This is an optimization exercise on Yosys and OpenROAD, whose aim is small area, a short achievable clock period and few clock cycles, not a production implementation.
In this exercise RTL edits were held to simulation tests only and were not proved equivalent to the original.

## flow/flow/run.sh

```bash
#!/bin/bash
# The standard layout (the standard.sh), with port buffers that are plain
# sky130_fd_sc_hd__buf_1 cells rather than the delay buffers buffer_ports
# picks by itself. Every input and output port still gets its buffer.
set -euo pipefail
echo 'export BUFFER_PORTS_ARGS = -buffer_cell sky130_fd_sc_hd__buf_1' >> config.mk
cp config.mk config_mk_used.log
bash standard.sh > standard.log 2>&1
```

## flow/constraint.sdc

```tcl
create_clock -name core_clock -period 7.5 [get_ports {clk}]
set_input_delay 1.5000 -clock core_clock [delete_from_list [all_inputs] [get_ports {clk}]]
set_output_delay 1.5000 -clock core_clock [all_outputs]
set_load 0.01 [all_outputs]
```

## flow/design.v

```verilog
package csd_pkg;
    localparam int DEF_NUM_LANES   = 8;
    localparam int DEF_DATA_WIDTH  = 8;
    localparam int DEF_ACCUM_WIDTH = 48;
    localparam int DEF_LEN_WIDTH   = 16;
endpackage
module csd_mul8 (
    input  logic [7:0]  a,
    input  logic [7:0]  b,
    output logic [15:0] p
);
logic m1;
logic m2;
logic m3;
logic m4;
logic m5;
logic m6;
logic m7;
logic m8;
logic m9;
logic m10;
logic m11;
logic m12;
logic m13;
logic m14;
logic m15;
logic m16;
logic m17;
logic m18;
logic m19;
logic m20;
logic m21;
logic m22;
logic m23;
logic m24;
logic m25;
logic m26;
logic m27;
logic m28;
logic m29;
logic m30;
logic m31;
logic m32;
logic m33;
logic m34;
logic m35;
logic m36;
logic m37;
logic m38;
logic m39;
logic m40;
logic m41;
logic m42;
logic m43;
logic m44;
logic m45;
logic m46;
logic m47;
logic m48;
logic m49;
logic m50;
logic m51;
logic m52;
logic m53;
logic m54;
logic m55;
logic m56;
logic m57;
logic m58;
logic m59;
logic m60;
logic m61;
logic m62;
logic m63;
logic m64;
logic m65;
logic m66;
logic m67;
logic m68;
logic m69;
logic m70;
logic m71;
logic m72;
logic m73;
logic m74;
logic m75;
logic m76;
logic m77;
logic m78;
logic m79;
logic m80;
logic m81;
logic m82;
logic m83;
logic m84;
assign m1 = (a[0] & b[6]) ^ (a[1] & b[5]);
assign m2 = (a[0] & b[6]) & (a[1] & b[5]);
assign m3 = ~(a[0] & b[7]) ^ (a[1] & b[6]) ^ (a[2] & b[5]);
assign m4 = (~(a[0] & b[7]) & (a[1] & b[6])) | (~(a[0] & b[7]) & (a[2] & b[5])) | ((a[1] & b[6]) & (a[2] & b[5]));
assign m5 = (a[3] & b[4]) ^ (a[4] & b[3]);
assign m6 = (a[3] & b[4]) & (a[4] & b[3]);
assign m7 = ~(a[1] & b[7]) ^ (a[2] & b[6]) ^ (a[3] & b[5]);
assign m8 = (~(a[1] & b[7]) & (a[2] & b[6])) | (~(a[1] & b[7]) & (a[3] & b[5])) | ((a[2] & b[6]) & (a[3] & b[5]));
assign m9 = (a[4] & b[4]) ^ (a[5] & b[3]) ^ (a[6] & b[2]);
assign m10 = ((a[4] & b[4]) & (a[5] & b[3])) | ((a[4] & b[4]) & (a[6] & b[2])) | ((a[5] & b[3]) & (a[6] & b[2]));
assign m11 = ~(a[2] & b[7]) ^ (a[3] & b[6]) ^ (a[4] & b[5]);
assign m12 = (~(a[2] & b[7]) & (a[3] & b[6])) | (~(a[2] & b[7]) & (a[4] & b[5])) | ((a[3] & b[6]) & (a[4] & b[5]));
assign m13 = (a[0] & b[4]) ^ (a[1] & b[3]);
assign m14 = (a[0] & b[4]) & (a[1] & b[3]);
assign m15 = (a[0] & b[5]) ^ (a[1] & b[4]) ^ (a[2] & b[3]);
assign m16 = ((a[0] & b[5]) & (a[1] & b[4])) | ((a[0] & b[5]) & (a[2] & b[3])) | ((a[1] & b[4]) & (a[2] & b[3]));
assign m17 = (a[3] & b[2]) ^ (a[4] & b[1]);
assign m18 = (a[3] & b[2]) & (a[4] & b[1]);
assign m19 = m1 ^ (a[2] & b[4]) ^ (a[3] & b[3]);
assign m20 = (m1 & (a[2] & b[4])) | (m1 & (a[3] & b[3])) | ((a[2] & b[4]) & (a[3] & b[3]));
assign m21 = (a[4] & b[2]) ^ (a[5] & b[1]) ^ (a[6] & b[0]);
assign m22 = ((a[4] & b[2]) & (a[5] & b[1])) | ((a[4] & b[2]) & (a[6] & b[0])) | ((a[5] & b[1]) & (a[6] & b[0]));
assign m23 = m2 ^ m3 ^ m5;
assign m24 = (m2 & m3) | (m2 & m5) | (m3 & m5);
assign m25 = (a[5] & b[2]) ^ (a[6] & b[1]) ^ ~(a[7] & b[0]);
assign m26 = ((a[5] & b[2]) & (a[6] & b[1])) | ((a[5] & b[2]) & ~(a[7] & b[0])) | ((a[6] & b[1]) & ~(a[7] & b[0]));
assign m27 = m4 ^ m6 ^ m7;
assign m28 = (m4 & m6) | (m4 & m7) | (m6 & m7);
assign m29 = m9 ^ ~(a[7] & b[1]) ^ 1'b1;
assign m30 = (m9 & ~(a[7] & b[1])) | (m9 & 1'b1) | (~(a[7] & b[1]) & 1'b1);
assign m31 = m8 ^ m10 ^ m11;
assign m32 = (m8 & m10) | (m8 & m11) | (m10 & m11);
assign m33 = (a[5] & b[4]) ^ (a[6] & b[3]) ^ ~(a[7] & b[2]);
assign m34 = ((a[5] & b[4]) & (a[6] & b[3])) | ((a[5] & b[4]) & ~(a[7] & b[2])) | ((a[6] & b[3]) & ~(a[7] & b[2]));
assign m35 = m12 ^ ~(a[3] & b[7]) ^ (a[4] & b[6]);
assign m36 = (m12 & ~(a[3] & b[7])) | (m12 & (a[4] & b[6])) | (~(a[3] & b[7]) & (a[4] & b[6]));
assign m37 = (a[5] & b[5]) ^ (a[6] & b[4]) ^ ~(a[7] & b[3]);
assign m38 = ((a[5] & b[5]) & (a[6] & b[4])) | ((a[5] & b[5]) & ~(a[7] & b[3])) | ((a[6] & b[4]) & ~(a[7] & b[3]));
assign m39 = ~(a[4] & b[7]) ^ (a[5] & b[6]) ^ (a[6] & b[5]);
assign m40 = (~(a[4] & b[7]) & (a[5] & b[6])) | (~(a[4] & b[7]) & (a[6] & b[5])) | ((a[5] & b[6]) & (a[6] & b[5]));
assign m41 = (a[0] & b[3]) ^ (a[1] & b[2]);
assign m42 = (a[0] & b[3]) & (a[1] & b[2]);
assign m43 = m13 ^ (a[2] & b[2]) ^ (a[3] & b[1]);
assign m44 = (m13 & (a[2] & b[2])) | (m13 & (a[3] & b[1])) | ((a[2] & b[2]) & (a[3] & b[1]));
assign m45 = m14 ^ m15 ^ m17;
assign m46 = (m14 & m15) | (m14 & m17) | (m15 & m17);
assign m47 = m16 ^ m18 ^ m19;
assign m48 = (m16 & m18) | (m16 & m19) | (m18 & m19);
assign m49 = m20 ^ m22 ^ m23;
assign m50 = (m20 & m22) | (m20 & m23) | (m22 & m23);
assign m51 = m24 ^ m26 ^ m27;
assign m52 = (m24 & m26) | (m24 & m27) | (m26 & m27);
assign m53 = m28 ^ m30 ^ m31;
assign m54 = (m28 & m30) | (m28 & m31) | (m30 & m31);
assign m55 = m32 ^ m34 ^ m35;
assign m56 = (m32 & m34) | (m32 & m35) | (m34 & m35);
assign m57 = m36 ^ m38 ^ m39;
assign m58 = (m36 & m38) | (m36 & m39) | (m38 & m39);
assign m59 = m40 ^ ~(a[5] & b[7]) ^ (a[6] & b[6]);
assign m60 = (m40 & ~(a[5] & b[7])) | (m40 & (a[6] & b[6])) | (~(a[5] & b[7]) & (a[6] & b[6]));
assign m61 = (a[0] & b[2]) ^ (a[1] & b[1]);
assign m62 = (a[0] & b[2]) & (a[1] & b[1]);
assign m63 = m41 ^ (a[2] & b[1]) ^ (a[3] & b[0]);
assign m64 = (m41 & (a[2] & b[1])) | (m41 & (a[3] & b[0])) | ((a[2] & b[1]) & (a[3] & b[0]));
assign m65 = m42 ^ m43 ^ (a[4] & b[0]);
assign m66 = (m42 & m43) | (m42 & (a[4] & b[0])) | (m43 & (a[4] & b[0]));
assign m67 = m44 ^ m45 ^ (a[5] & b[0]);
assign m68 = (m44 & m45) | (m44 & (a[5] & b[0])) | (m45 & (a[5] & b[0]));
assign m69 = m46 ^ m47 ^ m21;
assign m70 = (m46 & m47) | (m46 & m21) | (m47 & m21);
assign m71 = m48 ^ m49 ^ m25;
assign m72 = (m48 & m49) | (m48 & m25) | (m49 & m25);
assign m73 = m50 ^ m51 ^ m29;
assign m74 = (m50 & m51) | (m50 & m29) | (m51 & m29);
assign m75 = m52 ^ m53 ^ m33;
assign m76 = (m52 & m53) | (m52 & m33) | (m53 & m33);
assign m77 = m54 ^ m55 ^ m37;
assign m78 = (m54 & m55) | (m54 & m37) | (m55 & m37);
assign m79 = m56 ^ m57 ^ ~(a[7] & b[4]);
assign m80 = (m56 & m57) | (m56 & ~(a[7] & b[4])) | (m57 & ~(a[7] & b[4]));
assign m81 = m58 ^ m59 ^ ~(a[7] & b[5]);
assign m82 = (m58 & m59) | (m58 & ~(a[7] & b[5])) | (m59 & ~(a[7] & b[5]));
assign m83 = m60 ^ ~(a[6] & b[7]) ^ ~(a[7] & b[6]);
assign m84 = (m60 & ~(a[6] & b[7])) | (m60 & ~(a[7] & b[6])) | (~(a[6] & b[7]) & ~(a[7] & b[6]));
logic [15:0] r0, r1;
assign r0 = {1'b1, m84, m82, m80, m78, m76, m74, m72, m70, m68, m66, m64, m62, m61, (a[0] & b[1]), (a[0] & b[0])};
assign r1 = {1'b0, (a[7] & b[7]), m83, m81, m79, m77, m75, m73, m71, m69, m67, m65, m63, (a[2] & b[0]), (a[1] & b[0]), 1'b0};
assign p = r0 + r1;
endmodule
import csd_pkg::*;
module csd_vector_unit #(
    parameter int NUM_LANES   = DEF_NUM_LANES,
    parameter int DATA_WIDTH  = DEF_DATA_WIDTH,
    parameter int ACCUM_WIDTH = DEF_ACCUM_WIDTH,
    parameter int LEN_WIDTH   = DEF_LEN_WIDTH
) (
    input  logic                              clk,
    input  logic                              rst_n,
    input  logic                              cfg_valid,
    output logic                              cfg_ready,
    input  logic [LEN_WIDTH-1:0]              cfg_len,
    input  logic                              cfg_mode,
    input  logic [NUM_LANES-1:0]              cfg_break_mask,
    input  logic                              in_valid,
    output logic                              in_ready,
    input  logic [NUM_LANES*DATA_WIDTH-1:0]   in_act,
    input  logic [NUM_LANES*DATA_WIDTH-1:0]   in_wgt,
    input  logic [NUM_LANES-1:0]              in_nz_mask,
    output logic                              out_valid,
    input  logic                              out_ready,
    output logic [NUM_LANES*ACCUM_WIDTH-1:0]  out_data,
    output logic [NUM_LANES-1:0]              out_seg_mask,
    output logic                              busy
);
    logic                 cur_v, nxt_v;
    logic                 cur_zero, cur_first, cur_one;
    logic [LEN_WIDTH-1:0] cur_rem, nxt_len;
    logic [6:0]           cur_mask, nxt_mask, cfg_eff;
    logic       adv, go, beat_hs, pseudo, cfg_hs, out_hs, cur_adv, cur_load;
    logic       r_v, r_first, r_last, p_v, p_first, p_last, q_v, q_first, q_last;
    logic [6:0] r_mask, p_mask, q_mask;
    logic       ov_q;
    logic [6:0] om_q;
    logic [2:0] njobs;
    assign adv       = !(ov_q && !out_ready);
    assign cfg_eff   = cfg_mode ? cfg_break_mask[6:0] : 7'd0;
    assign cfg_ready = !nxt_v;
    assign cfg_hs    = cfg_valid && !nxt_v;
    assign out_hs    = ov_q && out_ready;
    assign go        = adv && cur_v && !(r_v && r_last);
    assign in_ready  = go && !cur_zero;
    assign beat_hs   = in_valid && in_ready;
    assign pseudo    = go && cur_zero;
    assign cur_adv   = pseudo || (beat_hs && cur_one);
    assign cur_load  = cur_adv || !cur_v;
    always_ff @(posedge clk or negedge rst_n) begin
        if (!rst_n) begin
            cur_v <= 1'b0;
            nxt_v <= 1'b0;
        end else begin
            if (cur_load) begin
                cur_v <= nxt_v || cfg_hs;
                nxt_v <= 1'b0;
            end else if (cfg_hs) begin
                nxt_v <= 1'b1;
            end
        end
    end
    always_ff @(posedge clk) begin
        if (cur_load) begin
            cur_first <= 1'b1;
            if (nxt_v) begin
                cur_zero <= (nxt_len == '0);
                cur_one  <= (nxt_len == LEN_WIDTH'(1));
                cur_rem  <= nxt_len;
                cur_mask <= nxt_mask;
            end else begin
                cur_zero <= (cfg_len == '0);
                cur_one  <= (cfg_len == LEN_WIDTH'(1));
                cur_rem  <= cfg_len;
                cur_mask <= cfg_eff;
            end
        end else if (beat_hs) begin
            cur_rem   <= cur_rem - LEN_WIDTH'(1);
            cur_one   <= (cur_rem == LEN_WIDTH'(2));
            cur_first <= 1'b0;
        end
        if (cfg_hs && !cur_load) begin
            nxt_len  <= cfg_len;
            nxt_mask <= cfg_eff;
        end
    end
    always_ff @(posedge clk or negedge rst_n) begin
        if (!rst_n) begin
            r_v <= 1'b0; r_first <= 1'b0; r_last <= 1'b0;
            p_v <= 1'b0; p_first <= 1'b0; p_last <= 1'b0;
            q_v <= 1'b0; q_first <= 1'b0; q_last <= 1'b0;
        end else if (adv) begin
            r_v     <= beat_hs || pseudo;
            r_first <= pseudo || (beat_hs && cur_first);
            r_last  <= cur_adv;
            p_v     <= r_v;
            p_first <= r_first;
            p_last  <= r_last;
            q_v     <= p_v;
            q_first <= p_first;
            q_last  <= p_last;
        end else begin
            q_v     <= 1'b0;
            q_first <= 1'b0;
            q_last  <= 1'b0;
        end
    end
    always_ff @(posedge clk) begin
        if (adv) begin
            r_mask <= cur_mask;
            p_mask <= r_mask;
            q_mask <= p_mask;
        end
    end
    logic [63:0] r_a, r_w;
    always_ff @(posedge clk) begin
        if (adv) begin
            for (int i = 0; i < 8; i++)
                r_a[i*8 +: 8] <= in_act[i*8 +: 8] & {8{beat_hs && in_nz_mask[i]}};
            r_w <= in_wgt;
        end
    end
    logic signed [15:0] prod [8];
    logic signed [15:0] p_d  [8];
    for (genvar g = 0; g < 8; g++) begin : g_mul
        csd_mul8 u_mul (
            .a(r_a[g*8 +: 8]),
            .b(r_w[g*8 +: 8]),
            .p(prod[g])
        );
    end
    always_ff @(posedge clk) begin
        if (adv)
            for (int i = 0; i < 8; i++)
                p_d[i] <= prod[i];
    end
    logic [6:0] rc;
    assign rc = ~r_mask;
    logic pm10, pm32, pm31, pm30, pm54, pm65, pm64, pm76, pm75, pm74;
    always_ff @(posedge clk) begin
        if (adv) begin
            pm10 <= rc[0];
            pm32 <= rc[2];
            pm31 <= rc[2] & rc[1];
            pm30 <= rc[2] & rc[1] & rc[0];
            pm54 <= rc[4];
            pm65 <= rc[5];
            pm64 <= rc[5] & rc[4];
            pm76 <= rc[6];
            pm75 <= rc[6] & rc[5];
            pm74 <= rc[6] & rc[5] & rc[4];
        end
    end
    logic [6:0] pc;
    assign pc = ~p_mask;
    logic signed [16:0] s1, x45;
    logic signed [17:0] s3, y6, y7;
    assign s1  = 17'(p_d[1]) + (pm10 ? 17'(p_d[0]) : 17'sd0);
    assign x45 = 17'(p_d[5]) + (pm54 ? 17'(p_d[4]) : 17'sd0);
    logic [17:0] e30, e31, e32, e33, e44, e45, e46, e54, e55, e56, e57;
    assign e33 = 18'(p_d[3]);
    assign e32 = pm32 ? 18'(p_d[2]) : 18'd0;
    assign e31 = pm31 ? 18'(p_d[1]) : 18'd0;
    assign e30 = pm30 ? 18'(p_d[0]) : 18'd0;
    assign e46 = 18'(p_d[6]);
    assign e45 = pm65 ? 18'(p_d[5]) : 18'd0;
    assign e44 = pm64 ? 18'(p_d[4]) : 18'd0;
    assign e57 = 18'(p_d[7]);
    assign e56 = pm76 ? 18'(p_d[6]) : 18'd0;
    assign e55 = pm75 ? 18'(p_d[5]) : 18'd0;
    assign e54 = pm74 ? 18'(p_d[4]) : 18'd0;
    logic [17:0] a3s, a3c, b3s, b3c, a6s, a6c, a7s, a7c, b7s, b7c;
    csd_csa #(.W(18)) u_c3a (.x(e33), .y(e32), .z(e31), .s(a3s), .c(a3c));
    csd_csa #(.W(18)) u_c3b (.x(a3s), .y(a3c), .z(e30), .s(b3s), .c(b3c));
    csd_csa #(.W(18)) u_c6  (.x(e46), .y(e45), .z(e44), .s(a6s), .c(a6c));
    csd_csa #(.W(18)) u_c7a (.x(e57), .y(e56), .z(e55), .s(a7s), .c(a7c));
    csd_csa #(.W(18)) u_c7b (.x(a7s), .y(a7c), .z(e54), .s(b7s), .c(b7c));
    assign s3 = b3s + b3c;
    assign y6 = a6s + a6c;
    assign y7 = b7s + b7c;
    logic qld;
    assign qld = adv && p_v;
    logic signed [15:0] q0, q2, q4;
    logic signed [16:0] q1, q5;
    logic signed [17:0] q3, q6, q7;
    always_ff @(posedge clk) begin
        q0 <= qld ? p_d[0] : '0;
        q1 <= qld ? s1     : '0;
        q2 <= qld ? p_d[2] : '0;
        q3 <= qld ? s3     : '0;
        q4 <= qld ? p_d[4] : '0;
        q5 <= qld ? x45    : '0;
        q6 <= qld ? y6     : '0;
        q7 <= qld ? y7     : '0;
    end
    logic [7:0] qt, qk;
    always_ff @(posedge clk) begin
        qt[0] <= 1'b0;
        qt[1] <= 1'b0;
        qt[2] <= pc[1];
        qt[3] <= 1'b0;
        qt[4] <= pc[3];
        qt[5] <= pc[3] & pc[4];
        qt[6] <= pc[3] & pc[4] & pc[5];
        qt[7] <= pc[3] & pc[4] & pc[5] & pc[6];
        qk    <= {1'b0, {7{adv && p_last}} & pc};
    end
    logic init_q;
    always_ff @(posedge clk or negedge rst_n) begin
        if (!rst_n)
            init_q <= 1'b1;
        else
            init_q <= 1'b0;
    end
    logic [7:0] zero;
    assign zero = {8{out_hs || init_q}} | qk;
    logic signed [17:0] u [8];
    logic signed [17:0] t [8];
    assign u[0] = 18'(q0);
    assign u[1] = 18'(q1);
    assign u[2] = 18'(q2);
    assign u[3] = q3;
    assign u[4] = 18'(q4);
    assign u[5] = 18'(q5);
    assign u[6] = q6;
    assign u[7] = q7;
    assign t[0] = 18'sd0;
    assign t[1] = 18'sd0;
    assign t[2] = qt[2] ? 18'(q1) : 18'sd0;
    assign t[3] = 18'sd0;
    assign t[4] = qt[4] ? q3 : 18'sd0;
    assign t[5] = qt[5] ? q3 : 18'sd0;
    assign t[6] = qt[6] ? q3 : 18'sd0;
    assign t[7] = qt[7] ? q3 : 18'sd0;
    logic signed [33:0] b [8];
    for (genvar g = 0; g < 8; g++) begin : g_acc
        localparam int W = (g == 0) ? 31 : (g == 1) ? 32 : (g < 4) ? 33 : 34;
        localparam bit THREE = (g == 2) || (g >= 4);
        logic signed [W-1:0] acc_q;
        logic [18:0]   lo, lo_n;
        logic [W-20:0] hi, hi_n;
        logic          up, dn;
        assign lo = acc_q[18:0];
        assign hi = acc_q[W-1:19];
        if (THREE) begin : g_three
            logic [18:0] uo, to, cs, cc;
            logic [20:0] x;
            assign uo = {~u[g][17], u[g][17], u[g][16:0]};
            assign to = {~t[g][17], t[g][17], t[g][16:0]};
            assign cs = lo ^ uo ^ to;
            assign cc = (lo & uo) | (lo & to) | (uo & to);
            assign x  = {2'b00, cs} + {1'b0, cc, 1'b0};
            assign lo_n = x[18:0];
            assign up = x[20];
            assign dn = !x[20] && !x[19];
        end else begin : g_two
            logic [19:0] x;
            assign x  = {1'b0, lo} + {1'b0, u[g][17], u[g]};
            assign lo_n = x[18:0];
            assign up = x[19] && !u[g][17];
            assign dn = !x[19] && u[g][17];
        end
        logic [W-20:0] all1, all0;
        for (genvar k = 0; k <= W - 20; k++) begin : g_pre
            if (k == 0) begin : g_z
                assign all1[k] = 1'b1;
                assign all0[k] = 1'b1;
            end else begin : g_nz
                assign all1[k] = &hi[k-1:0];
                assign all0[k] = ~|hi[k-1:0];
            end
        end
        assign hi_n = hi ^ (({(W-19){up}} & all1) | ({(W-19){dn}} & all0));
        always_ff @(posedge clk)
            acc_q <= zero[g] ? '0 : {hi_n, lo_n};
        assign b[g] = 34'(acc_q);
    end
    logic [2:0] njobs_n;
    logic       busy_q;
    assign njobs_n = njobs + 3'(cfg_hs) - 3'(out_hs);
    always_ff @(posedge clk or negedge rst_n) begin
        if (!rst_n) begin
            ov_q  <= 1'b0;
            njobs <= '0;
            busy_q <= 1'b0;
        end else begin
            ov_q  <= (q_v && q_last) || (ov_q && !out_ready);
            njobs <= njobs_n;
            busy_q <= (njobs_n != 3'd0);
        end
    end
    always_ff @(posedge clk) begin
        if (q_v && q_last)
            om_q <= q_mask;
    end
    assign out_valid    = ov_q;
    assign busy         = busy_q;
    assign out_seg_mask = {1'b1, om_q};
    for (genvar g = 0; g < 8; g++) begin : g_out
        assign out_data[g*48 +: 48] = 48'(b[g]);
    end
endmodule
module csd_csa #(
    parameter int W = 18
) (
    input  logic [W-1:0] x,
    input  logic [W-1:0] y,
    input  logic [W-1:0] z,
    output logic [W-1:0] s,
    output logic [W-1:0] c
);
    logic [W-1:0] m;
    assign s = x ^ y ^ z;
    assign m = (x & y) | (x & z) | (y & z);
    assign c = {m[W-2:0], 1'b0};
endmodule
```

## flow/config.mk

```make
export PLATFORM = sky130hd
export DESIGN_NAME = csd_vector_unit
export DESIGN_NICKNAME = csd_vector_unit
export VERILOG_FILES = /design/flow/design.v
export SDC_FILE = /design/flow/constraint.sdc
export NUM_CORES = 4
export LEC_CHECK = 0
export CAP_MARGIN = 0
export CORE_MARGIN = 2
export CORE_UTILIZATION = 60
export CTS_BUF_LIST = sky130_fd_sc_hd__clkbuf_4
export CTS_CLUSTER_SIZE = 24
export SETUP_SLACK_MARGIN = 3.0
export SLEW_MARGIN = 0
export TNS_END_PERCENT = 5
export BUFFER_PORTS_ARGS = -buffer_cell sky130_fd_sc_hd__buf_1
```

## flow/standard.sh

```bash
#!/bin/bash
# synth_recipe.tcl (not shown) runs the flow's synth.tcl, then flattens the netlist and writes it again
# the make line also repeats each setting of config.mk as NAME=value (left out here)
make -C /OpenROAD-flow-scripts/flow DESIGN_CONFIG=/design/flow/config.mk WORK_HOME=/design/flow/orfs CLKGATE_MAP_FILE= SYNTH_SCRIPT=/design/flow/synth_recipe.tcl "${@:-finish}"
```

==> flow_metrics.env, run 1 <==
export IMPL_synth_top_cells_by_area="sky130_fd_sc_hd__edfxtp_1, sky130_fd_sc_hd__fa_1, sky130_fd_sc_hd__dfxtp_1"
export IMPL_crit_slowest_cell="sky130_fd_sc_hd__or4_4"
export IMPL_final_layout_size_suffix_gt1_share_pct=7.50
export IMPL_achievable_frequency_ghz=0.215
export IMPL_route_layer_met1_wl_um=66800
export IMPL_slowest_delay_ns=0.54
export IMPL_worstHoldPathType="register to register"
export IMPL_worst_margin_slew_ns=1.22
export IMPL_drt_first_iter_violations=2951
export IMPL_wire_per_inst_um=17.3
export IMPL_hold_buffer_count_at_cts=0
export IMPL_grt_pass1_wl_um=225000
export IMPL_routed_top_layer="met5"
export IMPL_met2_length_um=62200
export IMPL_fp_dieW_um=315
export IMPL_slew_viol_final=0
export IMPL_cts_num_sinks=769
export IMPL_dieArea_um2=99500
export IMPL_rsz_0062_raised_after_global_routing="true"
export IMPL_worst_endpoint_required_ns=8.35
export IMPL_synthDominantAreaCellType="sky130_fd_sc_hd__edfxtp_1"
export IMPL_critPathArrivalTime_ns=5.50
export IMPL_clk_transition_reported_paths_ns=0.06
export IMPL_fin_crit_ns=4.65
export IMPL_synthArstFlopShare_pct=1.82
export IMPL_post_synth_num_cell_types=89
export IMPL_die_y_um=315
export IMPL_htreeDepth=4
export IMPL_worst_slew_margin_rel_pct=18.6
export IMPL_seq_area_um2=18900
export IMPL_syn_avg_cell_area_um2=9.44
export IMPL_design_core_area_um2=96400
export IMPL_vias_per_cell=5.39
export IMPL_timing_critical_path_mode_cell="sky130_fd_sc_hd__fa_1"
export IMPL_max_cap_viol_count=0
export IMPL_tritoncts="built"
export IMPL_clkLatencyLatePin_ns=1.13
export IMPL_synth_yosys_seq_area_share_pct=32.5
export IMPL_cts_made_buffers=207
export IMPL_timing_worst_setup_path_type="register to register"
export IMPL_primary_ff_master_synth="sky130_fd_sc_hd__dfxtp_1"
export IMPL_final_setup_violation_count=0
export IMPL_cts_path_max_buffers=3
export IMPL_overall_via_count_from_detail_route=44338
export IMPL_first_global_vias=41927
export IMPL_detailroute_wirelength_met3_um=9730
export IMPL_drt_wl_total_um=142000
export IMPL_synth_seq_cells=769
export IMPL_globalplace_congestion=0.935
export IMPL_synth_edff_count=342
export IMPL_leading_cell_types_by_count_after_synthesis="sky130_fd_sc_hd__inv_1, sky130_fd_sc_hd__and2_1, sky130_fd_sc_hd__fa_1"
export IMPL_setup_total_negative_slack_ns=0
export IMPL_initial_utilization_pct=60.4
export IMPL_yosysTopAreaCellShare_pct=17.6
export IMPL_final_net_count=7824
export IMPL_cts_root_buffer="sky130_fd_sc_hd__clkbuf_4"
export IMPL_synth_yosys_warnings=10
export IMPL_grt_remaining_overflow=0
export IMPL_run_status="finished clean"
export IMPL_endpoint_kind="register"
export IMPL_area_of_combinational_cells_with_multiple_inputs_um2=34700
export IMPL_grt_util_all_layers_pct=28.6
export IMPL_synth_nets=7219
export IMPL_io_pins=562
export IMPL_num_fill_cells=8217
export IMPL_antenna_found_initial=6
export IMPL_crit_path_start_kind="register"
export IMPL_final_util_pct=66.6
export IMPL_yosys_cell_count_top_type="sky130_fd_sc_hd__inv_1"
export IMPL_finalCritPeriodShare_pct=62.0
export IMPL_antenna_violating_nets_post_route=0
export IMPL_hold_ws_ns=0.412
export IMPL_final_setup_skew_ns=0.108
export IMPL_timing_hold_violations_final=0
export IMPL_std_cell_rows=114
export IMPL_worstPathMaxFanout=5
export IMPL_drc=0
export IMPL_detailed_placer_s_ending_hpwl_um=111000
export IMPL_firstDrtPassIters=8
export IMPL_mappedNetlistArea_um2=58200
export IMPL_place_port_buffers=559
export IMPL_post_synth_inst_count=6169
export IMPL_synthToLayoutAreaGrowth_pct=10.3
export IMPL_cp_cell_sequence="and2_4, fa_1, inv_1, fa_1, inv_1, fa_1, inv_1, fa_1, inv_2, ha_4, and2_4, a31oi_4, nand2_2, or4_4, a2111o_1, o311ai_2"
export IMPL_pin_count_of_the_biggest_net_entering_global_routing=147
cells by family (layout without fill, tap and decap cells):
group	Yosys count	after routing	synth area share (%)
AND/OR/NAND/NOR	2173	2173	19.3
buffers and inverters	1191	1971	8.46
adder cells (fa/ha/maj)	884	884	25.2
AO/OA/AOI/OAI	783	783	8.91
flip-flops	769	769	32.5
XOR/XNOR	316	316	4.77
multiplexers	51	51	0.914
other	2	8	0.0129
state kept, by name (all words and copies together), names as in the netlist, 3 cells and up:
register and flops:
q1 17, om_q 7, qk 7, nxt_mask 7, q_mask 7, q0 16, qt 5, r_a 64
q2 16, q6 18, q4 16, cur_mask 7, nxt_len 16, r_mask 7, p_mask 7, q5 17
r_w 64, p_d 128, q7 18, cur_rem 16, g_acc.acc_q 265, q3 18, njobs 3
per-stage QoR:
step                cells  instance area [µm²]  worst slack (ns)
global route         8228                64200              2.68
finish               8231                64200              2.85
CTS                  8194                63700              2.83
detailed placement   7792                60700              2.65
floorplan            6169                58200              2.93
global placement     7792                60700              2.69
area by class of cell:
cell class	count	area share (%)
Multi-Input combinational cell	4209	54.1
Sequential cell	769	29.4
Inverter	968	5.66
Timing Repair Buffer	619	3.99
Clock buffer	310	3.62
Tap cell	1276	2.49
Clock inverter	74	0.670
Antenna cell	6	0.0234
placed cells by master (no fill, tap or decap), types with 30 or more instances in the layout:
master                     count
sky130_fd_sc_hd__a31oi_1      42
sky130_fd_sc_hd__nor3_1      142
sky130_fd_sc_hd__a21o_1       97
sky130_fd_sc_hd__buf_4        59
sky130_fd_sc_hd__mux2i_1      36
sky130_fd_sc_hd__clkbuf_4    310
sky130_fd_sc_hd__xnor2_1     173
sky130_fd_sc_hd__buf_1       559
sky130_fd_sc_hd__nand2b_1     42
sky130_fd_sc_hd__xor2_1      142
sky130_fd_sc_hd__and3_1      161
sky130_fd_sc_hd__and2_1      513
sky130_fd_sc_hd__clkinv_1     49
sky130_fd_sc_hd__nand2_1     467
sky130_fd_sc_hd__edfxtp_1    342
sky130_fd_sc_hd__nand4_1      36
sky130_fd_sc_hd__or3_1        57
sky130_fd_sc_hd__nor4_1       30
sky130_fd_sc_hd__fa_1        477
sky130_fd_sc_hd__o21a_1       53
sky130_fd_sc_hd__dfxtp_1     410
sky130_fd_sc_hd__nand3_1     111
sky130_fd_sc_hd__ha_1        399
sky130_fd_sc_hd__inv_1       963
sky130_fd_sc_hd__nor2_1      422
sky130_fd_sc_hd__o21ai_0     123
sky130_fd_sc_hd__a211oi_1     36
sky130_fd_sc_hd__nor2b_1      55
sky130_fd_sc_hd__a21oi_1     211
critical path, delay by kind of cell (launching register included):
family	cells	cell delay (ns)
AO/OA/AOI/OAI	3	0.62
adder cells (fa/ha/maj)	5	2.17
buffers and inverters	4	0.20
flip-flops	1	0.46
AND/OR/NAND/NOR	4	0.96
metal layers:
| layer | up-vias | GRT usage, % |
|---|---|---|
| met2 | 1298 | 43.2 |
| met5 | - | 0 |
| met3 | 215 | 5.15 |
| met4 | 10 | 8.82 |
| met1 | 21229 | 42.1 |
| li1 | 21586 | - |
repair_timing:
action / CTS / global route
pin swaps: 18 / 10
resized for setup: 22 / 45
buffers inserted: 18 / 31
endpoints found under the setup margin: 37 / 101
worst paths after layout:
kind                            from         end  slack (ns)  depth (start not counted)
max in group asynchronous      rst_n         p_v        6.20                          1
setup reg to reg             r_w[37]  p_d[4][14]        2.85                         16
hold / removal             q_mask[5]     om_q[5]        0.41                          0
min in group asynchronous      rst_n       cur_v        0.56                          1
setup / recovery             r_w[37]  p_d[4][14]        2.85                         16
hold reg to reg            q_mask[5]     om_q[5]        0.41                          0
Testbench counts, summed over its fixed seeds: cycles 31,142.
==> run 2, diff against run 1 <==
--- a/flow/config.mk
+++ b/flow/config.mk
@@ -8,8 +8,7 @@
 export CAP_MARGIN = 0
 export CORE_MARGIN = 2
 export CORE_UTILIZATION = 60
-export CTS_BUF_LIST = sky130_fd_sc_hd__clkbuf_4
-export CTS_CLUSTER_SIZE = 24
+export CTS_BUF_LIST = sky130_fd_sc_hd__clkbuf_8
 export SETUP_SLACK_MARGIN = 3.0
 export SLEW_MARGIN = 0
 export TNS_END_PERCENT = 5
==> flow_metrics.env, run 2 <==
export IMPL_antenna_violating_nets_post_route=0
export IMPL_die_y_um=315
export IMPL_grt_pass1_wl_um=223000
export IMPL_max_cap_viol_count=0
export IMPL_crit_path_start_kind="register"
export IMPL_primary_ff_master_synth="sky130_fd_sc_hd__dfxtp_1"
export IMPL_synth_top_cells_by_area="sky130_fd_sc_hd__edfxtp_1, sky130_fd_sc_hd__fa_1, sky130_fd_sc_hd__dfxtp_1"
export IMPL_pin_count_of_the_biggest_net_entering_global_routing=147
export IMPL_drt_wl_total_um=142000
export IMPL_final_setup_skew_ns=0.0405
export IMPL_synthDominantAreaCellType="sky130_fd_sc_hd__edfxtp_1"
export IMPL_layout_commonest_cell="sky130_fd_sc_hd__inv_1"
export IMPL_cts_root_buffer="sky130_fd_sc_hd__clkbuf_8"
export IMPL_critPathArrivalTime_ns=5.19
export IMPL_final_layout_size_suffix_gt1_share_pct=6.22
export IMPL_synth_yosys_warnings=10
export IMPL_endpoint_kind="register"
export IMPL_synth_seq_cells=769
export IMPL_final_util_pct=66.9
export IMPL_mappedNetlistArea_um2=58200
export IMPL_synth_nets=7219
export IMPL_clk_transition_reported_paths_ns=0.06
export IMPL_crit_slowest_cell="sky130_fd_sc_hd__fa_1"
export IMPL_synth_yosys_seq_area_share_pct=32.5
export IMPL_firstDrtPassIters=6
export IMPL_placedCellCount=7792
export IMPL_num_fill_cells=8144
export IMPL_number_of_non_filler_instances_in_the_completed_layout=8124
export IMPL_area_of_combinational_cells_with_multiple_inputs_um2=34700
export IMPL_finalCritPeriodShare_pct=61.3
export IMPL_cts_path_max_buffers=3
export IMPL_pre_cts_slack_ns=2.65
export IMPL_timing_hold_violations_final=0
export IMPL_achievable_frequency_ghz=0.218
export IMPL_synthArstFlopShare_pct=1.82
export IMPL_htreeDepth=4
export IMPL_worst_endpoint_required_ns=8.10
export IMPL_cp_cell_sequence="and2_4, fa_1, inv_2, fa_1, inv_1, fa_1, inv_1, fa_1, inv_2, ha_4, and2_4, a31oi_4, nand2_2, or4_4, a2111o_1, o311ai_2"
export IMPL_initial_utilization_pct=60.4
export IMPL_antenna_found_initial=6
export IMPL_first_global_vias=41220
export IMPL_design_core_area_um2=96400
export IMPL_cts_made_buffers=140
export IMPL_slowest_delay_ns=0.55
export IMPL_fp_dieW_um=315
export IMPL_clkLatencyLatePin_ns=0.81
export IMPL_timing_critical_path_mode_cell="sky130_fd_sc_hd__fa_1"
export IMPL_yosys_cell_count_top_type="sky130_fd_sc_hd__inv_1"
export IMPL_synth_edff_count=342
export IMPL_post_synth_num_cell_types=89
export IMPL_most_common_layout_cells="sky130_fd_sc_hd__inv_1, sky130_fd_sc_hd__buf_1, sky130_fd_sc_hd__and2_1"
export IMPL_worstHoldPathType="register to register"
export IMPL_largestRegisters="g_acc.acc_q x265, p_d x128"
export IMPL_synthToLayoutAreaGrowth_pct=10.7
export IMPL_globalplace_congestion=0.935
export IMPL_post_synth_inst_count=6169
export IMPL_cts_num_sinks=769
export IMPL_detailed_placer_s_ending_hpwl_um=111000
export IMPL_syn_avg_cell_area_um2=9.44
export IMPL_largest_register_ff_count=265
export IMPL_final_setup_violation_count=0
export IMPL_fin_crit_ns=4.60
export IMPL_dieArea_um2=99500
export IMPL_rsz_0062_raised_after_global_routing="true"
export IMPL_grt_util_all_layers_pct=28.5
export IMPL_std_cell_rows=114
export IMPL_setup_total_negative_slack_ns=0
export IMPL_seq_area_um2=18900
export IMPL_leading_cell_types_by_count_after_synthesis="sky130_fd_sc_hd__inv_1, sky130_fd_sc_hd__and2_1, sky130_fd_sc_hd__fa_1"
export IMPL_place_port_buffers=559
export IMPL_top_register="g_acc.acc_q"
export IMPL_yosysTopAreaCellShare_pct=17.6
export IMPL_final_net_count=7784
export IMPL_worst_slew_margin_rel_pct=17.6
export IMPL_slew_viol_final=0
export IMPL_drt_first_iter_violations=2857
export IMPL_vias_per_cell=5.40
export IMPL_fin_ws_ns=2.90
export IMPL_grt_remaining_overflow=0
export IMPL_drc=0
export IMPL_io_pins=562
export IMPL_wire_per_inst_um=17.5
export IMPL_worstPathMaxFanout=5
export IMPL_tritoncts="built"
export IMPL_run_status="finished clean"
export IMPL_overall_via_count_from_detail_route=43830
export IMPL_rrSetupSlack_ns=2.90
export IMPL_worst_margin_slew_ns=1.24
export IMPL_timing_worst_setup_path_type="register to register"
run 2: cell type report:
cell class / count / share of cell area (%)
multi-input cells: 4209 / 53.9
flip-flops and latches: 769 / 29.3
inverters: 968 / 5.64
repair buffers: 646 / 4.29
clock buffers: 167 / 3.57
well taps: 1276 / 2.48
clock inverters: 86 / 0.792
diodes: 3 / 0.0116
run 2: cell families after synthesis:
| kind of cell | Yosys count | synth area share [%] |
|---|---|---|
| compound gates | 783 | 8.91 |
| flops | 769 | 32.5 |
| other cells | 2 | 0.0129 |
| fa+ha+maj | 884 | 25.2 |
| mux | 51 | 0.914 |
| buf+inv | 1191 | 8.46 |
| xor+xnor | 316 | 4.77 |
| simple gates | 2173 | 19.3 |
run 2: through the flow:
step | hold slack [ns] | area [µm²]
floorplan | 0.400 | 58200
global placement | 0.402 | 60700
detailed placement | 0.406 | 60700
CTS | 0.386 | 63800
global route | 0.390 | 64500
finish | 0.391 | 64500
run 2: path summary, 6_finish.rpt:
path | startpoint | end | cells after the start
max in group asynchronous | rst_n | p_last | 1
min in group asynchronous | rst_n | cur_v | 1
min reg2reg | r_mask[3] | p_mask[3] | 0
max | r_w[38] | p_d[4][14] | 16
max reg2reg | r_w[38] | p_d[4][14] | 16
min | r_mask[3] | p_mask[3] | 0
run 2: what timing repair did:
item,in CTS,in global routing
pin swaps,2,20
endpoints found under the setup margin,37,102
hold buffers,0,0
setup buffers,21,55
endpoints found under the hold margin,0,0
resized for setup,16,61
run 2: worst max-delay path: cells and delay by family, from the launching register on:
kind / cells / cell delay, ns
AO/OA/AOI/OAI: 3 / 0.65
flip-flops: 1 / 0.41
buffers and inverters: 4 / 0.19
AND/OR/NAND/NOR: 4 / 0.83
adder cells (fa/ha/maj): 5 / 2.30
run 2: metal layers:
| metal | global-route usage [%] | vias up | wire length, µm | part of all wire (%) |
|---|---|---|---|---|
| met2 | 43.4 | 1208 | 62400 | 44 |
| met5 | 0 | - | 63 | 0.044 |
| met1 | 42.3 | 21043 | 67600 | 47 |
| met3 | 4.98 | 191 | 9350 | 6.6 |
| met4 | 7.36 | 10 | 3060 | 2.1 |
| li1 | - | 21378 | - | - |
==> run 3, diff against run 2 <==
==> flow/config.mk (replaced) <==
export PLATFORM = sky130hd
export DESIGN_NAME = csd_vector_unit
export DESIGN_NICKNAME = csd_vector_unit
export VERILOG_FILES = /design/flow/design.v
export SDC_FILE = /design/flow/constraint.sdc
export NUM_CORES = 4
export LEC_CHECK = 0
export CAP_MARGIN = 20
export CORE_MARGIN = 2
export CORE_UTILIZATION = 60
export CTS_BUF_LIST = sky130_fd_sc_hd__clkbuf_8
export SETUP_SLACK_MARGIN = 3.4
export SLEW_MARGIN = 20
export TNS_END_PERCENT = 5
export BUFFER_PORTS_ARGS = -buffer_cell sky130_fd_sc_hd__buf_1
==> flow_metrics.env, run 3 <==
export IMPL_run_status="finished clean"
export IMPL_yosysTopAreaCellShare_pct=17.6
export IMPL_fp_dieW_um=315
export IMPL_detailed_placer_s_ending_hpwl_um=111000
export IMPL_largest_register_ff_count=265
export IMPL_worstPathMaxFanout=6
export IMPL_finalCritPeriodShare_pct=60.3
export IMPL_synthToLayoutAreaGrowth_pct=12.3
export IMPL_synthDominantAreaCellType="sky130_fd_sc_hd__edfxtp_1"
export IMPL_clk_transition_reported_paths_ns=0.06
export IMPL_setup_total_negative_slack_ns=0
export IMPL_max_cap_viol_count=0
export IMPL_achievable_frequency_ghz=0.221
export IMPL_layout_commonest_cell="sky130_fd_sc_hd__inv_1"
export IMPL_fin_ws_ns=2.98
export IMPL_syn_avg_cell_area_um2=9.44
export IMPL_initial_utilization_pct=60.4
export IMPL_io_pins=562
export IMPL_design_core_area_um2=96400
export IMPL_drt_wl_total_um=144000
export IMPL_cp_cell_sequence="buf_6, and2_4, fa_1, inv_2, fa_1, inv_1, fa_1, inv_1, fa_1, inv_1, ha_4, nor2b_2, o2111ai_2, nand3_2, o41ai_4, xnor2_1"
export IMPL_antenna_violating_nets_post_route=0
export IMPL_top_register="g_acc.acc_q"
export IMPL_synth_edff_count=342
export IMPL_worst_slew_margin_rel_pct=29.0
export IMPL_synth_top_cells_by_area="sky130_fd_sc_hd__edfxtp_1, sky130_fd_sc_hd__fa_1, sky130_fd_sc_hd__dfxtp_1"
export IMPL_synth_yosys_seq_area_share_pct=32.5
export IMPL_grt_remaining_overflow=0
export IMPL_grt_pass1_wl_um=224000
export IMPL_die_y_um=315
export IMPL_final_net_count=7821
export IMPL_most_common_layout_cells="sky130_fd_sc_hd__inv_1, sky130_fd_sc_hd__buf_1, sky130_fd_sc_hd__and2_1"
export IMPL_synthArstFlopShare_pct=1.82
export IMPL_dieArea_um2=99500
export IMPL_std_cell_rows=114
export IMPL_fin_crit_ns=4.52
export IMPL_post_synth_num_cell_types=89
export IMPL_final_setup_violation_count=0
export IMPL_antenna_found_initial=10
export IMPL_worst_endpoint_required_ns=8.06
export IMPL_vias_per_cell=5.41
export IMPL_place_port_buffers=559
export IMPL_post_synth_inst_count=6169
export IMPL_cts_made_buffers=138
export IMPL_firstDrtPassIters=7
export IMPL_tritoncts="built"
export IMPL_yosys_cell_count_top_type="sky130_fd_sc_hd__inv_1"
export IMPL_endpoint_kind="register"
export IMPL_crit_slowest_cell="sky130_fd_sc_hd__fa_1"
export IMPL_first_global_vias=41590
export IMPL_synth_yosys_warnings=10
export IMPL_pin_count_of_the_biggest_net_entering_global_routing=147
export IMPL_drt_first_iter_violations=2854
export IMPL_final_layout_size_suffix_gt1_share_pct=8.40
export IMPL_mappedNetlistArea_um2=58200
export IMPL_grt_util_all_layers_pct=28.7
export IMPL_hold_buffer_count_at_cts=0
export IMPL_number_of_non_filler_instances_in_the_completed_layout=8151
export IMPL_cts_num_sinks=769
export IMPL_worst_margin_slew_ns=1.06
export IMPL_slew_viol_final=0
export IMPL_timing_critical_path_mode_cell="sky130_fd_sc_hd__fa_1"
export IMPL_worstHoldPathType="register to register"
export IMPL_cts_path_max_buffers=3
export IMPL_timing_hold_violations_final=0
export IMPL_pre_cts_slack_ns=2.65
export IMPL_critPathArrivalTime_ns=5.08
export IMPL_placedCellCount=7792
export IMPL_clkLatencyLatePin_ns=0.82
export IMPL_htreeDepth=4
export IMPL_cts_root_buffer="sky130_fd_sc_hd__clkbuf_8"
export IMPL_wire_per_inst_um=17.7
export IMPL_leading_cell_types_by_count_after_synthesis="sky130_fd_sc_hd__inv_1, sky130_fd_sc_hd__and2_1, sky130_fd_sc_hd__fa_1"
export IMPL_slowest_delay_ns=0.55
export IMPL_primary_ff_master_synth="sky130_fd_sc_hd__dfxtp_1"
export IMPL_largestRegisters="g_acc.acc_q x265, p_d x128"
export IMPL_synth_nets=7219
export IMPL_crit_path_start_kind="register"
export IMPL_overall_via_count_from_detail_route=44080
export IMPL_globalplace_congestion=0.935
export IMPL_drc=0
export IMPL_final_setup_skew_ns=0.0380
export IMPL_hold_ws_ns=0.412
export IMPL_synth_seq_cells=769
export IMPL_rsz_0062_raised_after_global_routing="true"
export IMPL_timing_worst_setup_path_type="register to register"
run 3: cell counts after synthesis:
Identical to the previous run, type by type.
run 3: kinds of logic after synthesis:
group           Yosys count  synth area share [%]
xor+xnor                316                  4.77
fa+ha+maj               884                  25.2
mux                      51                 0.914
buf+inv                1191                  8.46
simple gates           2173                  19.3
other cells               2                0.0129
compound gates          783                  8.91
flops                   769                  32.5
run 3: per-layer routing:
layer  GRT usage (%)  wire length [µm]  vias to the layer above
met5               0                87                        -
met4            10.2              4730                       14
met3            6.20             11000                      238
met2            42.6             62000                     1280
met1            41.7             66300                    21103
li1                -                 -                    21445
run 3: final cells by class:
type / count / area (µm²)
Multi-Input combinational cell: 4209 / 35500
Fill cell: 8041 / 31000
Sequential cell: 769 / 18900
Timing Repair Buffer: 685 / 3110
Clock buffer: 157 / 2160
Tap cell: 1276 / 1600
Antenna cell: 3 / 7.51
Inverter: 968 / 3630
Clock inverter: 84 / 470
run 3: path summary, 6_finish.rpt:
kind	startpoint	endpoint	slack (ns)	cells after the start
max in group asynchronous	rst_n	init_q	6.47	1
setup reg to reg	r_w[46]	p_d[5][13]	2.98	16
hold / removal	cur_mask[6]	r_mask[6]	0.41	0
min in group asynchronous	rst_n	cur_v	0.65	1
setup / recovery	r_w[46]	p_d[5][13]	2.98	16
hold reg to reg	cur_mask[6]	r_mask[6]	0.41	0
run 3: through the flow:
stage          util (%)  instance area [µm²]
2_1_floorplan         -                58200
3_3_place_gp       63.0                60700
3_5_place_dp       63.0                60700
4_1_cts            66.7                64300
5_1_grt            67.8                65400
6_report           67.8                65400
run 3: worst max-delay path, delay by kind of cell (launching register included):
kind | cells | cell delay [ns]
DFF | 1 | 0.48
buffers and inverters | 5 | 0.37
AOI/OAI and AO/OA | 2 | 0.56
xor gates and xnor gates | 1 | 0.13
adders and majority gates | 5 | 2.28
and+or+nand+nor | 3 | 0.44
run 3: timing repair:
| item | CTS | global route |
|---|---|---|
| pin swaps | 61 | 64 |
| setup buffers | 59 | 55 |
| gates resized for setup | 103 | 128 |
| cloned | 0 | 0 |
| endpoints found under the setup margin | 131 | 168 |
==> run 4, diff against run 3 <==
--- a/flow/config.mk
+++ b/flow/config.mk
@@ -9,7 +9,8 @@
 export CORE_MARGIN = 2
 export CORE_UTILIZATION = 60
 export CTS_BUF_LIST = sky130_fd_sc_hd__clkbuf_8
-export SETUP_SLACK_MARGIN = 3.4
+export CTS_CLUSTER_SIZE = 24
+export SETUP_SLACK_MARGIN = 4.0
 export SLEW_MARGIN = 20
 export TNS_END_PERCENT = 5
 export BUFFER_PORTS_ARGS = -buffer_cell sky130_fd_sc_hd__buf_1
==> flow_metrics.env, run 4 <==
export IMPL_synth_edff_count=342
export IMPL_largest_register_ff_count=265
export IMPL_leading_cell_types_by_count_after_synthesis="sky130_fd_sc_hd__inv_1, sky130_fd_sc_hd__and2_1, sky130_fd_sc_hd__fa_1"
export IMPL_final_setup_skew_ns=0.0345
export IMPL_grt_pass1_wl_um=228000
export IMPL_htreeDepth=4
export IMPL_place_port_buffers=559
export IMPL_clkLatencyLatePin_ns=0.81
export IMPL_overall_via_count_from_detail_route=44340
export IMPL_cts_root_buffer="sky130_fd_sc_hd__clkbuf_8"
export IMPL_fin_crit_ns=4.55
export IMPL_number_of_non_filler_instances_in_the_completed_layout=8213
export IMPL_detailed_placer_s_ending_hpwl_um=111000
export IMPL_timing_worst_setup_path_type="register to register"
export IMPL_drc=0
export IMPL_final_net_count=7877
export IMPL_yosys_cell_count_top_type="sky130_fd_sc_hd__inv_1"
export IMPL_critPathArrivalTime_ns=5.17
export IMPL_primary_ff_master_synth="sky130_fd_sc_hd__dfxtp_1"
export IMPL_post_synth_num_cell_types=89
export IMPL_run_status="finished clean"
export IMPL_mappedNetlistArea_um2=58200
export IMPL_dieArea_um2=99500
export IMPL_synth_yosys_seq_area_share_pct=32.5
export IMPL_globalplace_congestion=0.928
export IMPL_post_synth_inst_count=6169
export IMPL_io_pins=562
export IMPL_wire_per_inst_um=17.7
export IMPL_top_register="g_acc.acc_q"
export IMPL_rsz_0062_raised_after_global_routing="true"
export IMPL_final_util_pct=68.7
export IMPL_hold_buffer_count_at_cts=0
export IMPL_syn_avg_cell_area_um2=9.44
export IMPL_layout_commonest_cell="sky130_fd_sc_hd__inv_1"
export IMPL_drt_first_iter_violations=2835
export IMPL_achievable_frequency_ghz=0.220
export IMPL_timing_hold_violations_final=0
export IMPL_grt_remaining_overflow=0
export IMPL_slew_viol_final=0
export IMPL_synthDominantAreaCellType="sky130_fd_sc_hd__edfxtp_1"
export IMPL_placedCellCount=7797
export IMPL_rrSetupSlack_ns=2.95
export IMPL_largestRegisters="g_acc.acc_q x265, p_d x128"
export IMPL_most_common_layout_cells="sky130_fd_sc_hd__inv_1, sky130_fd_sc_hd__buf_1, sky130_fd_sc_hd__and2_1"
export IMPL_antenna_found_initial=5
export IMPL_worstHoldPathType="register to register"
export IMPL_tritoncts="built"
export IMPL_crit_path_start_kind="register"
export IMPL_endpoint_kind="register"
export IMPL_antenna_violating_nets_post_route=0
export IMPL_setup_total_negative_slack_ns=0
export IMPL_max_cap_viol_count=0
export IMPL_initial_utilization_pct=60.4
export IMPL_final_setup_violation_count=0
export IMPL_cts_path_max_buffers=3
export IMPL_drt_wl_total_um=146000
export IMPL_synth_yosys_warnings=10
export IMPL_synthArstFlopShare_pct=1.82
export IMPL_synth_seq_cells=769
export IMPL_clk_transition_reported_paths_ns=0.06
export IMPL_synthToLayoutAreaGrowth_pct=13.9
export IMPL_worst_slew_margin_rel_pct=29.2
export IMPL_firstDrtPassIters=8
export IMPL_design_core_area_um2=96400
export IMPL_fp_dieW_um=315
export IMPL_std_cell_rows=114
export IMPL_hold_ws_ns=0.417
export IMPL_yosysTopAreaCellShare_pct=17.6
export IMPL_cts_num_sinks=769
export IMPL_vias_per_cell=5.40
export IMPL_worst_margin_slew_ns=1.06
export IMPL_final_layout_size_suffix_gt1_share_pct=9.95
export IMPL_worst_endpoint_required_ns=8.12
export IMPL_grt_util_all_layers_pct=29.0
export IMPL_worstPathMaxFanout=7
export IMPL_synth_nets=7219
export IMPL_die_y_um=315
export IMPL_synth_top_cells_by_area="sky130_fd_sc_hd__edfxtp_1, sky130_fd_sc_hd__fa_1, sky130_fd_sc_hd__dfxtp_1"
export IMPL_finalCritPeriodShare_pct=60.6
export IMPL_pin_count_of_the_biggest_net_entering_global_routing=92
export IMPL_cts_made_buffers=140
export IMPL_first_global_vias=42293
==> run 4: changes by cell type in the layout (fill, tap and decap cells not counted), moves of 5 or more <==
cell | previous run | this run
sky130_fd_sc_hd__clkinv_2 | 19 | 11
sky130_fd_sc_hd__o21ai_0 | 122 | 112
sky130_fd_sc_hd__o21ai_2 | 4 | 15
sky130_fd_sc_hd__buf_4 | 116 | 168
sky130_fd_sc_hd__inv_1 | 990 | 985
sky130_fd_sc_hd__clkbuf_8 | 157 | 168
sky130_fd_sc_hd__inv_2 | 18 | 26
sky130_fd_sc_hd__ha_1 | 374 | 362
sky130_fd_sc_hd__ha_4 | 28 | 36
==> run 4: repair_timing <==
item,4_1_cts,5_1_grt
gates cloned,1,1
setup endpoints to repair,228,365
resized for setup,103,204
buffers inserted,98,64
endpoints found under the hold margin,0,0
pin swaps,83,82
==> run 4: through the flow <==
step | setup slack [ns] | area (µm²)
after floorplan | 3.02 | 58300
after global placement | 2.75 | 60800
after detailed placement | 2.69 | 60800
after CTS | 2.98 | 64900
after global routing | 2.81 | 66300
final | 2.95 | 66300
==> run 4: cells by family after synthesis <==
family | Yosys count | synth area share [%]
xor gates and xnor gates | 316 | 4.77
and+or+nand+nor | 2173 | 19.3
AOI/OAI and AO/OA | 783 | 8.91
buffers and inverters | 1191 | 8.46
other | 2 | 0.0129
muxes | 51 | 0.914
DFF | 769 | 32.5
adders and majority gates | 884 | 25.2
==> run 4: per-layer routing <==
metal / up-vias / global-route usage (%) / part of all wire (%) / routed length [µm]
met5: - / 0 / 0.016 / 24
met4: 4 / 7.80 / 2.4 / 3510
met3: 206 / 5.10 / 7.2 / 10400
met2: 1203 / 45.5 / 45 / 65500
met1: 21383 / 41.6 / 45 / 66100
li1: 21544 / - / - / -
==> run 4: area by class of cell <==
cell class,instances,area (µm²)
Clock buffer,168,2310
Sequential cell,769,18900
Inverter,968,3630
Clock inverter,83,548
Fill cell,7951,30100
Tap cell,1276,1600
Antenna cell,1,2.50
Timing Repair Buffer,738,3490
Multi-Input combinational cell,4210,35800
==> run 4: critical path, cell delays in order (launching register included) <==
cell and delay (ns):
sky130_fd_sc_hd__edfxtp_1 0.50, sky130_fd_sc_hd__and2_4 0.21, sky130_fd_sc_hd__fa_1 0.48, sky130_fd_sc_hd__inv_1 0.05, sky130_fd_sc_hd__fa_1 0.47, sky130_fd_sc_hd__inv_1 0.05, sky130_fd_sc_hd__fa_1 0.48, sky130_fd_sc_hd__inv_1 0.05
sky130_fd_sc_hd__fa_1 0.50, sky130_fd_sc_hd__inv_2 0.05, sky130_fd_sc_hd__ha_4 0.23, sky130_fd_sc_hd__and2_4 0.15, sky130_fd_sc_hd__a31oi_4 0.15, sky130_fd_sc_hd__nand2_2 0.07, sky130_fd_sc_hd__or4_4 0.42, sky130_fd_sc_hd__a2111o_1 0.41
sky130_fd_sc_hd__o311ai_2 0.09
==> run 4: path summary, 6_finish.rpt <==
check	startpoint	end	cells past startpoint
setup / recovery	r_w[38]	p_d[4][14]	16
hold / removal	cur_mask[0]	r_mask[0]	0
setup reg to reg	r_w[38]	p_d[4][14]	16
hold reg to reg	cur_mask[0]	r_mask[0]	0
max in group asynchronous	rst_n	q_v	1
min in group asynchronous	rst_n	busy_q	1
==> run 5, diff against run 4 <==
--- a/flow/config.mk
+++ b/flow/config.mk
@@ -10,7 +10,7 @@
 export CORE_UTILIZATION = 60
 export CTS_BUF_LIST = sky130_fd_sc_hd__clkbuf_8
 export CTS_CLUSTER_SIZE = 24
-export SETUP_SLACK_MARGIN = 4.0
+export SETUP_SLACK_MARGIN = 3.0
 export SLEW_MARGIN = 20
 export TNS_END_PERCENT = 5
 export BUFFER_PORTS_ARGS = -buffer_cell sky130_fd_sc_hd__buf_1
==> flow_metrics.env, run 5 <==
export IMPL_die_y_um=315
export IMPL_crit_path_start_kind="register"
export IMPL_synth_yosys_warnings=10
export IMPL_run_status="finished clean"
export IMPL_antenna_found_initial=10
export IMPL_design_area_um2=64000
export IMPL_wire_per_inst_um=17.5
export IMPL_grt_remaining_overflow=0
export IMPL_vias_per_cell=5.39
export IMPL_place_port_buffers=559
export IMPL_initial_utilization_pct=60.4
export IMPL_leading_cell_types_by_count_after_synthesis="sky130_fd_sc_hd__inv_1, sky130_fd_sc_hd__and2_1, sky130_fd_sc_hd__fa_1"
export IMPL_fin_crit_ns=4.62
export IMPL_htreeDepth=4
export IMPL_globalplace_congestion=0.935
export IMPL_top_register="g_acc.acc_q"
export IMPL_cp_buffers_inverters=4
export IMPL_cts_root_buffer="sky130_fd_sc_hd__clkbuf_8"
export IMPL_pre_cts_slack_ns=2.65
export IMPL_clk_transition_reported_paths_ns=0.06
export IMPL_synth_nets=7219
export IMPL_fin_ws_ns=2.88
export IMPL_worstHoldPathType="register to register"
export IMPL_primary_ff_master_synth="sky130_fd_sc_hd__dfxtp_1"
export IMPL_drt_wl_total_um=142000
export IMPL_rsz_0062_raised_after_global_routing="true"
export IMPL_yosysTopAreaCellShare_pct=17.6
export IMPL_largestRegisters="g_acc.acc_q x265, p_d x128"
export IMPL_ff_to_ff_end="p_d[4][14]"
export IMPL_rrSetupSlack_ns=2.88
export IMPL_final_setup_violation_count=0
export IMPL_design_core_area_um2=96400
export IMPL_num_fill_cells=8174
export IMPL_post_dp_cell_area_um2=60700
export IMPL_synth_seq_cells=769
export IMPL_critical_path_top_delay_family="adder cells"
export IMPL_most_common_layout_cells="sky130_fd_sc_hd__inv_1, sky130_fd_sc_hd__buf_1, sky130_fd_sc_hd__and2_1"
export IMPL_finalCritPeriodShare_pct=61.5
export IMPL_area_of_combinational_cells_with_multiple_inputs_um2=34600
export IMPL_io_pins=562
export IMPL_timing_hold_violations_final=0
export IMPL_synthDominantAreaCellType="sky130_fd_sc_hd__edfxtp_1"
export IMPL_slowest_delay_ns=0.53
export IMPL_fp_dieW_um=315
export IMPL_largest_register_ff_count=265
export IMPL_drc=0
export IMPL_worstPathMaxFanout=5
export IMPL_clkLatencyLatePin_ns=0.83
export IMPL_antenna_violating_nets_post_route=0
export IMPL_syn_avg_cell_area_um2=9.44
export IMPL_cts_num_sinks=769
export IMPL_pin_count_of_the_biggest_net_entering_global_routing=147
export IMPL_firstDrtPassIters=5
export IMPL_worstHoldPathCells=0
export IMPL_post_synth_num_cell_types=89
export IMPL_synthToLayoutAreaGrowth_pct=10.0
export IMPL_achievable_frequency_ghz=0.217
export IMPL_reg2reg_depth=16
export IMPL_timing_worst_setup_path_type="register to register"
export IMPL_dieArea_um2=99500
export IMPL_setup_total_negative_slack_ns=0
export IMPL_mappedNetlistArea_um2=58200
export IMPL_std_cell_rows=114
export IMPL_synth_edff_count=342
export IMPL_timing_critical_path_mode_cell="sky130_fd_sc_hd__fa_1"
export IMPL_synthArstFlopShare_pct=1.82
export IMPL_grt_pass1_wl_um=222000
export IMPL_overall_via_count_from_detail_route=43584
export IMPL_grt_util_all_layers_pct=28.5
export IMPL_worst_endpoint_required_ns=8.10
export IMPL_worst_slew_margin_rel_pct=30.0
export IMPL_cts_made_buffers=138
export IMPL_cp_cell_sequence="and2_4, fa_1, inv_1, fa_1, inv_1, fa_1, inv_1, fa_1, inv_2, ha_4, and2_1, a31oi_1, nand2_1, or4_4, a2111o_1, o311ai_0"
export IMPL_cts_path_max_buffers=3
export IMPL_crit_reg2reg_launch="r_w[37]"
export IMPL_synth_top_cells_by_area="sky130_fd_sc_hd__edfxtp_1, sky130_fd_sc_hd__fa_1, sky130_fd_sc_hd__dfxtp_1"
export IMPL_seq_area_um2=18900
export IMPL_hold_buffer_count_at_cts=0
export IMPL_critPathArrivalTime_ns=5.22
export IMPL_yosys_cell_count_top_type="sky130_fd_sc_hd__inv_1"
export IMPL_endpoint_kind="register"
export IMPL_slew_viol_final=0
export IMPL_final_setup_skew_ns=0.0404
export IMPL_layout_commonest_cell="sky130_fd_sc_hd__inv_1"
export IMPL_synth_yosys_seq_area_share_pct=32.5
export IMPL_first_global_vias=41146
export IMPL_post_synth_inst_count=6169
export IMPL_tritoncts="built"
export IMPL_final_layout_size_suffix_gt1_share_pct=5.48
export IMPL_max_cap_viol_count=0
export IMPL_timing_hold_worst_endpoint="r_mask[6]"
export IMPL_worst_margin_slew_ns=1.05
export IMPL_final_net_count=7761
export IMPL_detailed_placer_s_ending_hpwl_um=111000
export IMPL_drt_first_iter_violations=2813
export IMPL_crit_slowest_cell="sky130_fd_sc_hd__fa_1"
export IMPL_hold_start="cur_mask[6]"
-- run 5: what timing repair did --
item | in CTS | in global routing
gates resized for setup | 14 | 35
setup buffers | 28 | 26
pin swaps | 1 | 10
endpoints found under the setup margin | 36 | 97
cloned | 0 | 0
-- run 5: logic make-up (layout without fill, tap and decap cells) --
logic type / count (synthesis) / count (layout) / synth area share (%)
mux: 51 / 51 / 0.914
buf+inv: 1191 / 1834 / 8.46
simple gates: 2173 / 2173 / 19.3
fa+ha+maj: 884 / 884 / 25.2
flops: 769 / 769 / 32.5
xor+xnor: 316 / 316 / 4.77
compound gates: 783 / 783 / 8.91
other cells: 2 / 6 / 0.0129
-- run 5: per-stage QoR --
step | hold WS [ns] | util [%] | cells
global route | 0.418 | 66.4 | 8091
global placement | 0.402 | 63.0 | 7792
finish | 0.413 | 66.4 | 8092
CTS | 0.418 | 66.0 | 8061
detailed placement | 0.405 | 63.0 | 7792
floorplan | 0.400 | - | 6169
-- run 5: final cells by class --
class                   instances  area share, %
diodes                          4         0.0156
clock buffers                 157           3.37
clock inverters                84          0.735
inverters                     968           5.67
multi-input cells            4209           54.1
flip-flops and latches        769           29.5
well taps                    1276           2.49
repair buffers                625           4.10
-- run 5: worst max path at each step --
stage,from,endpoint,slack (ns),depth (start not counted)
after global routing,r_w[37],p_d[4][14],2.71,16
after detailed placement,pm75,q7[17],2.65,15
after CTS,r_w[37],p_d[4][14],2.88,16
final,r_w[37],p_d[4][14],2.88,16
after global placement,r_w[37],p_d[4][14],2.69,16
after floorplan,r_w[37],p_d[4][14],2.93,16
-- run 5: per-layer routing --
metal	wire (µm)	global-route usage, %	vias up
met3	10600	6.11	233
met2	60400	42.0	1239
met5	87	0	-
met4	4520	9.84	14
met1	66100	41.5	20770
li1	-	-	21328

-- what the ideal ports hide --
The flow's constraints put no driver on any port. The routed layouts listed below were extracted and timed again, unchanged, in two steps. Step 1 (the two cells are an assumption about what drives the block):
set clk [get_ports {clk}]
set_driving_cell -lib_cell sky130_fd_sc_hd__clkbuf_16 $clk
set_driving_cell -lib_cell sky130_fd_sc_hd__buf_2 [delete_from_list [all_inputs] $clk]
Step 2 adds t to the input delays and takes it off the output delays; t is the mean of the earliest and latest rising clock arrival at the registers after step 1. Input paths then give back, and output paths get back, about the clock's delay inside the block. a / b / c = ideal ports / drivers / drivers and shift; a / b = the first two.
run | t, ns | setup slack, ns | worst setup path at the end
run 1 | 1.153 | 2.851 / 2.851 / 2.851 | register to register
run 2 | 0.863 | 2.903 / 2.903 / 2.903 | register to register
run 3 | 0.887 | 2.979 / 2.979 / 2.979 | register to register
run 4 | 0.865 | 2.953 / 2.953 / 2.918 | input to register
run 5 | 0.888 | 2.885 / 2.885 / 2.885 | register to register
After both steps setup and hold are still met in every run listed. For run 4, which loses most, drivers alone change the setup slack by 0.000 ns; drivers and shift together by -0.035 ns.
